What follows belongs to an exercise in optimizing a design on an open flow for small area, a short achievable clock period and few clock cycles per item; a production flow would make more cautious choices. Only simulation tests tie the RTL to the original design; equivalence was not proved. Power and IR drop assume default switching activity.

==> 02-02: inputs <==
Design digraph_letter_sentence_histogram, start of the top module:
module digraph_letter_sentence_histogram (
    input  logic        aclk,
    input  logic        aresetn,
    input  logic        s_valid,
    output logic        s_ready,
    input  logic        s_func,
    input  logic [15:0] s_char_code,
    output logic        m_valid,
    input  logic        m_ready,
    output logic [5:0]  m_letter_index,
    output logic [15:0] m_letter_count,
    output logic [15:0] m_sentence_length,
    output logic        m_last
);
    localparam int DW = 3;
    function automatic logic [5:0] glob_a(input int j);
        logic [5:0] r;
        case (j / 2)
            0:       r = 6'd4;
            1:       r = 6'd9;
            2:       r = 6'd15;
            3:       r = 6'd18;
            4:       r = 6'd23;
            5:       r = 6'd25;
            6:       r = 6'd27;
            7:       r = 6'd31;
            default: r = 6'd34;
        endcase
        glob_a = r + 6'(j % 2);
    endfunction
    function automatic logic [5:0] glob_b(input int j);
        case (j)
            0:  glob_b = 6'd0;
            1:  glob_b = 6'd1;
            2:  glob_b = 6'd2;
            3:  glob_b = 6'd3;
            4:  glob_b = 6'd6;
            5:  glob_b = 6'd7;
            6:  glob_b = 6'd8;
            7:  glob_b = 6'd11;
            8:  glob_b = 6'd12;
            9:  glob_b = 6'd13;
            10: glob_b = 6'd14;
            11: glob_b = 6'd17;
            12: glob_b = 6'd20;
            13: glob_b = 6'd21;
            14: glob_b = 6'd22;
            15: glob_b = 6'd29;
            16: glob_b = 6'd30;
            default: glob_b = 6'd33;
        endcase
    endfunction
    function automatic logic [5:0] gmap(input logic [5:0] g);
        logic [5:0] r;
        r = {1'b1, 5'd17};
        for (int j = 0; j < 18; j++) begin
            if (g == glob_a(j)) r = {1'b1, 5'(j)};
            if (g == glob_b(j)) r = {1'b0, 5'(j)};
  ...
==> flow/config.mk <==
export PLATFORM = sky130hd
export DESIGN_NAME = digraph_letter_sentence_histogram
export DESIGN_NICKNAME = digraph_letter_sentence_histogram
export VERILOG_FILES = /design/flow/design.v
export SDC_FILE = /design/flow/constraint.sdc
export NUM_CORES = 4
export LEC_CHECK = 0
export ABC_CLOCK_PERIOD_IN_PS = 2400
export CAP_MARGIN = 20
export CORE_MARGIN = 2
export CORE_UTILIZATION = 40
export SETUP_SLACK_MARGIN = 3.6
export SLEW_MARGIN = 20
export TNS_END_PERCENT = 100
==> flow/constraint.sdc <==
create_clock -name core_clock -period 6.0 [get_ports {aclk}]
set_input_delay 1.2000 -clock core_clock [delete_from_list [all_inputs] [get_ports {aclk}]]
set_output_delay 1.2000 -clock core_clock [all_outputs]
set_load 0.01 [all_outputs]
run.sh (not shown) runs the stock make flow with config.mk's settings and CLKGATE_MAP_FILE= SYNTH_SCRIPT=/design/flow/synth_recipe.tcl, a recipe that flattens the netlist after the stock synthesis.
==> 12-23: changes against 02-02 <==
--- a/flow/design.v
+++ b/flow/design.v
@@ -68,18 +68,12 @@
             6'd6, 6'd7, 6'd12, 6'd18, 6'd23, 6'd27, 6'd29:
                 dw_of = 3;   
             default:
                 dw_of = 2;
         endcase
     endfunction
-    function automatic logic [2:0] johnson_val(input logic [2:0] q, input int w);
-        int c;
-        c = 0;
-        for (int i = 0; i < 3; i++) if (i < w && q[i]) c++;
-        johnson_val = q[w - 1] ? 3'(2 * w - c) : 3'(c);
-    endfunction
     function automatic logic [15:0] sat_inc(input logic [15:0] x);
         sat_inc = (x == 16'hFFFF) ? x : x + 16'd1;
     endfunction
     typedef struct packed {
         logic       f;       
         logic       cd;      
@@ -192,17 +186,14 @@
     assign push     = emit_now && !silent;
     assign pop      = m_v && m_ready;
     assign drained  = win && !opv[35] && !m_v && !q_v;
     logic [17:0] oldA_v, oldB_v, xA_v, xB_v;
     always_comb begin
         for (int j = 0; j < 18; j++) begin
-            oldA_v[j] = win2 || (emit_now ? opv[glob_a(j) - 6'd1] : opv[glob_a(j)]);
-            if (glob_b(j) == 6'd0)
-                oldB_v[j] = win2 || (!emit_now && opv[0]);
-            else
-                oldB_v[j] = win2 || (emit_now ? opv[glob_b(j) - 6'd1] : opv[glob_b(j)]);
+            oldA_v[j] = win2 || opv[glob_a(j)];
+            oldB_v[j] = win2 || opv[glob_b(j)];
         end
     end
     logic       pm, is_end, is_skip, grow, close, doB, setp;
     logic [4:0] aloc;
     logic [17:0] selA, selB;
     logic       oldA, oldB, stall, fire1;
@@ -228,13 +219,14 @@
             selA[j] = pend_v && pend_oh[j / 2] && ((j % 2 == 1) ? pm : !pm);
             selB[j] = doB && (r0.bl == 5'(j));
         end
     end
     assign oldA  = |(selA & oldA_v);
     assign oldB  = |(selB & oldB_v);
-    assign stall = (close && win2) || |(selA & xA_v) || |(selB & xB_v);
+    logic stall_r;
+    assign stall = stall_r;
     assign fire1 = r0_v && !stall;
     req_t din;
     assign din     = decode(s_func, s_char_code);
     assign s_ready = s_rdy;
     always_ff @(posedge aclk) begin
         if (!aresetn) begin
@@ -253,19 +245,28 @@
     req_t nxt;
     assign nxt = sk_v ? sk : din;
     always_ff @(posedge aclk) begin
         if (!r0_v || fire1) r0 <= nxt;
         if (!sk_v) sk <= din;
     end
+    logic       pend_v_n, pm_n, lenz_n, prev_dot_n, prev_q_n;
+    logic [8:0] pend_oh_n;
+    assign pend_v_n   = fire1 ? setp : pend_v;
+    assign pend_oh_n  = (fire1 && setp) ? (9'(1) << r0.ll) : pend_oh;
+    assign pm_n       = fire1 ? (setp && ((tail_of(r0.ll) & nxt.tl) != 4'b0000))
+                      : (!r0_v ? (pend_v && ((pend_t & nxt.tl) != 4'b0000)) : pm);
+    assign lenz_n     = fire1 ? (close || (!grow && lenz)) : lenz;
+    assign prev_dot_n = (fire1 && (is_end || is_skip)) ? r0.cd
+                      : ((fire1 && (r0.isb || r0.isl)) ? 1'b0 : prev_dot);
+    assign prev_q_n   = (fire1 && (is_end || is_skip)) ? r0.cq
+                      : ((fire1 && (r0.isb || r0.isl)) ? 1'b0 : prev_q);
     always_ff @(posedge aclk) begin
         if (!aresetn) begin
             pm <= 1'b0;
-        end else if (fire1) begin
-            pm <= setp && ((tail_of(r0.ll) & nxt.tl) != 4'b0000);
-        end else if (!r0_v) begin
-            pm <= pend_v && ((pend_t & nxt.tl) != 4'b0000);
+        end else begin
+            pm <= pm_n;
         end
     end
     logic [15:0] len_inc, len_fin;
     assign len_inc = sat_inc(len);
     assign len_fin = r0.f ? len : len_inc;
     always_ff @(posedge aclk) begin
@@ -316,12 +317,13 @@
     logic       open_now;
     assign gm_next  = gmap(emit_now ? e + 6'd1 : 6'd0);
     assign open_now = drained ? (win2 || (r0_v && close)) : (!win && r0_v && close);
     assign {eA_n, eloc_n} = (emit_now || open_now) ? gm_next : {eA, eloc};
     logic [35:0] opv_n;
     logic        win2_nf, win2_ns;
+    logic [17:0] xnA, xnB;
     assign opv_n   = emit_now ? {opv[34:0], 1'b0} : (open_now ? '1 : opv);
     assign win2_ns = (drained && open_now) ? 1'b0 : win2;
     assign win2_nf = (drained && open_now) ? 1'b0 : (win2 || (r0_v && close && win));
     always_ff @(posedge aclk) begin
         if (!aresetn) begin
             win    <= 1'b1;
@@ -368,54 +370,76 @@
         logic          fa_f, fa_s, fb_f, fb_s;
         logic          oa, ob;
         assign clra = emit_now && eA && (eloc == 5'(j));
         assign clrb = emit_now && !eA && (eloc == 5'(j));
         assign prea = selA[j] && oldA_v[j];
         assign preb = selB[j] && oldB_v[j];
-        assign nfa  = (WA == 2) ? (ra[1] && ra[0]) : (ra[WA-1] && ra[WA-2] && !ra[0]);
-        assign nfb  = (WB == 2) ? (rb[1] && rb[0]) : (rb[WB-1] && rb[WB-2] && !rb[0]);
+        assign nfa  = (&ra[WA-1:1]) && !ra[0];
+        assign nfb  = (&rb[WB-1:1]) && !rb[0];
         assign fa_s = !clra && fullA[j];
         assign fa_f = !clra && (prea ? nfa : fullA[j]);
         assign fb_s = !clrb && fullB[j];
         assign fb_f = !clrb && (preb ? nfb : fullB[j]);
         assign oa   = opv_n[glob_a(j)];
         assign ob   = opv_n[glob_b(j)];
+        assign xnA[j] = fire1 ? (win2_nf ? (oa || fa_f) : (oa && fa_f))
+                              : (win2_ns ? (oa || fa_s) : (oa && fa_s));
+        assign xnB[j] = fire1 ? (win2_nf ? (ob || fb_f) : (ob && fb_f))
+                              : (win2_ns ? (ob || fb_s) : (ob && fb_s));
         always_ff @(posedge aclk) begin
             if (!aresetn) begin
                 xA_v[j] <= 1'b0;
                 xB_v[j] <= 1'b0;
-            end else if (fire1) begin
-                xA_v[j] <= win2_nf ? (oa || fa_f) : (oa && fa_f);
-                xB_v[j] <= win2_nf ? (ob || fb_f) : (ob && fb_f);
             end else begin
-                xA_v[j] <= win2_ns ? (oa || fa_s) : (oa && fa_s);
-                xB_v[j] <= win2_ns ? (ob || fb_s) : (ob && fb_s);
+                xA_v[j] <= xnA[j];
+                xB_v[j] <= xnB[j];
             end
         end
         always_ff @(posedge aclk) begin
             if (!aresetn) begin
                 ra <= '0;
                 rb <= '0;
             end else begin
                 if (clra)
                     ra <= '0;
                 else if (fire1 && prea)
-                    ra <= {ra[WA-2:0], !ra[WA-1]};
+                    ra <= ra + WA'(1);
                 if (clrb)
                     rb <= '0;
                 else if (fire1 && preb)
-                    rb <= {rb[WB-2:0], !rb[WB-1]};
+                    rb <= rb + WB'(1);
             end
         end
-        assign dA[j]    = johnson_val(DW'(ra), WA);
-        assign dB[j]    = johnson_val(DW'(rb), WB);
-        assign fullA[j] = ra[WA-1] && !ra[WA-2];
-        assign fullB[j] = rb[WB-1] && !rb[WB-2];
+        assign dA[j]    = DW'(ra);
+        assign dB[j]    = DW'(rb);
+        assign fullA[j] = &ra;
+        assign fullB[j] = &rb;
+    end
+    req_t        nr;
+    logic [17:0] selA_n, selB_n;
+    logic        close_n, stall_n;
+    assign nr = (r0_v && !fire1) ? r0 : nxt;
+    always_comb begin
+        for (int j = 0; j < 18; j++) begin
+            selA_n[j] = pend_v_n && pend_oh_n[j / 2] && ((j % 2 == 1) ? pm_n : !pm_n);
+            selB_n[j] = !pm_n && nr.isb && (nr.bl == 5'(j));
+        end
+    end
+    assign close_n = nr.f ? !lenz_n : ((nr.cd && !prev_dot_n) || (nr.cq && !prev_q_n));
+    assign stall_n = (close_n && (fire1 ? win2_nf : win2_ns))
+                  || |(selA_n & xnA) || |(selB_n & xnB);
+    always_ff @(posedge aclk) begin
+        if (!aresetn) stall_r <= 1'b0;
+        else          stall_r <= stall_n;
     end
     logic [4:0]  aA, aB;
     logic [15:0] raA, raB, frA, frB, wdA, wdB;
+    logic [DW-1:0] dv0;
+    logic          inc_e;
+    assign dv0   = eA ? dA[eloc] : dB[eloc];
+    assign inc_e = fire1 && (eA ? selA[eloc] : selB[eloc]);
     always_ff @(posedge aclk) begin
         if (!aresetn) begin
             aA <= 5'd0;
             aB <= 5'd0;
         end else begin
             aA <= (fire1 && pend_v && !oldA) ? aloc : eloc_n;
@@ -441,13 +465,13 @@
         wbA_i   <= aA;
         wbB_i   <= aB;
         wbA_inc <= opA_v;
         wbB_inc <= opB_v;
         rdA     <= frA;
         rdB     <= frB;
-        dv      <= eA ? dA[eloc] : dB[eloc];
+        dv      <= inc_e ? dv0 + DW'(1) : dv0;
         for (int j = 0; j < 18; j++) begin
             if (wbA_v && (wbA_i == 5'(j))) cA[j] <= wdA;
             if (wbB_v && (wbB_i == 5'(j))) cB[j] <= wdB;
         end
     end
     always_ff @(posedge aclk) begin
ABC_CLOCK_PERIOD_IN_PS = 2700   (was 2400)
CORE_UTILIZATION = 55   (was 40)
CTS_BUF_LIST = sky130_fd_sc_hd__clkbuf_8   (was default)
SETUP_SLACK_MARGIN = 3.3   (was 3.6)
TNS_END_PERCENT = default   (was 100)
==> notes.md <==
Of 12-23 and 02-02, 12-23 has the higher global-route usage (gap 11 points).
Of 12-23 and 02-02, 02-02 has the higher sequential power (gap 4.6%, measured against 02-02).
Cell area: 12-23 is lower than 02-02 (about 11%).
In critical path depth, 12-23 and 02-02 do not differ.
Against 12-23, the hold slack of 02-02 is worse by 0.0029 ns.
Of 12-23 and 02-02, 02-02 has the higher combinational power (gap 17%, measured against 02-02).
Of 02-02 and 12-23, 12-23 has the higher utilization (gap 14 points).
Of 12-23 and 02-02, 02-02 has the higher maximum frequency (gap about 6.5%, measured against 02-02).
Between 12-23 and 02-02, the lower cell count is in 12-23 (gap about 14%, measured against 02-02).
Setup slack: 12-23 is lower than 02-02 (0.22 ns).
Against 02-02, the wire length of 12-23 is lower by about 1.3%.
==> figures <==
| item | 02-02 | 12-23 |
|---|---|---|
| Sequential standard cell area | 25,600 sq um | 24,800 sq um |
| CTS root buf | sky130_fd_sc_hd__clkbuf_16 | sky130_fd_sc_hd__clkbuf_8 |
| Area fraction of clock buffers and clock inverters | 6.22% | 5.76% |
| Share of cell area taken by multi-input logic gates | 35.4% | 34.3% |
| Worst path arrival time | 3.77 ns | 4.08 ns |
| Flip-flop and latch count after synthesis | 948 | 913 |
| Bufs w/o clock | 485 | 343 |
| Met3 usage in global routing | 3.94% | 6.80% |
| Worst-case register-to-register setup slack | 2.85 ns | 2.63 ns |
| Layout cells sized above 1 | 29.2% | 22.8% |
| Gate count of the mapped netlist | 3,760 | 3,492 |
| Sequential area share after synthesis | 59.3% | 60.4% |
| Starting utilization of the core area | 40.3% | 55.4% |
| Global-route wire length before repair | 205,000 microns | 201,000 microns |
| H-tree depth reported by CTS | 3 | 4 |
| Sequential cell count of the final layout | 948 | 913 |
| Cell internal pwr | 0.0117 W | 0.0101 W |
| CP bufs+invs | 2 | 1 |
| Outcome | timing/DRC/antenna clean | timing/DRC/antenna clean |
| Number of unique standard cell types used by synthesis | 80 | 96 |
| Final-layout worst hold slack | 0.424 ns | 0.426 ns |
| Cts bufs inserted | 100 | 147 |
| Met3 wire length | 11,200 microns | 13,100 microns |
Testbench counts of 02-02, summed over its fixed seeds: cycles 34,222, items 32,123.
Testbench counts of 12-23, summed over its fixed seeds: cycles 34,066, items 32,123.

## afterwards: timing with drivers on the ports
No port has a modelled driver above. Below, the same layouts with a new extraction and two added sets of constraints.
Step 1, drivers: a clkbuf_16 drives aclk and a buf_2 each remaining input, both assumed.
Step 2 times the ports against the registers' clock, not the clock port: input delays grow and output delays shrink by t, the midpoint of the rising clock arrivals with the driver on.
Slacks: ideal / step 1 / step 2; pairs: ideal / step 1.
run	t (ns)	slack for setup (ns)	clock arrival spread, ns	slew at the worst register clock pin (ns)
02-02	0.741	2.851 / 2.851 / 2.601	0.058 / 0.058	0.07 / 0.07
12-23	0.875	2.633 / 2.633 / 1.829	0.064 / 0.064	0.07 / 0.07
After both steps setup and hold are still met in every run listed. The setup slack of 12-23, which loses most, moves by 0.000 ns with the drivers and by -0.804 ns with both steps.
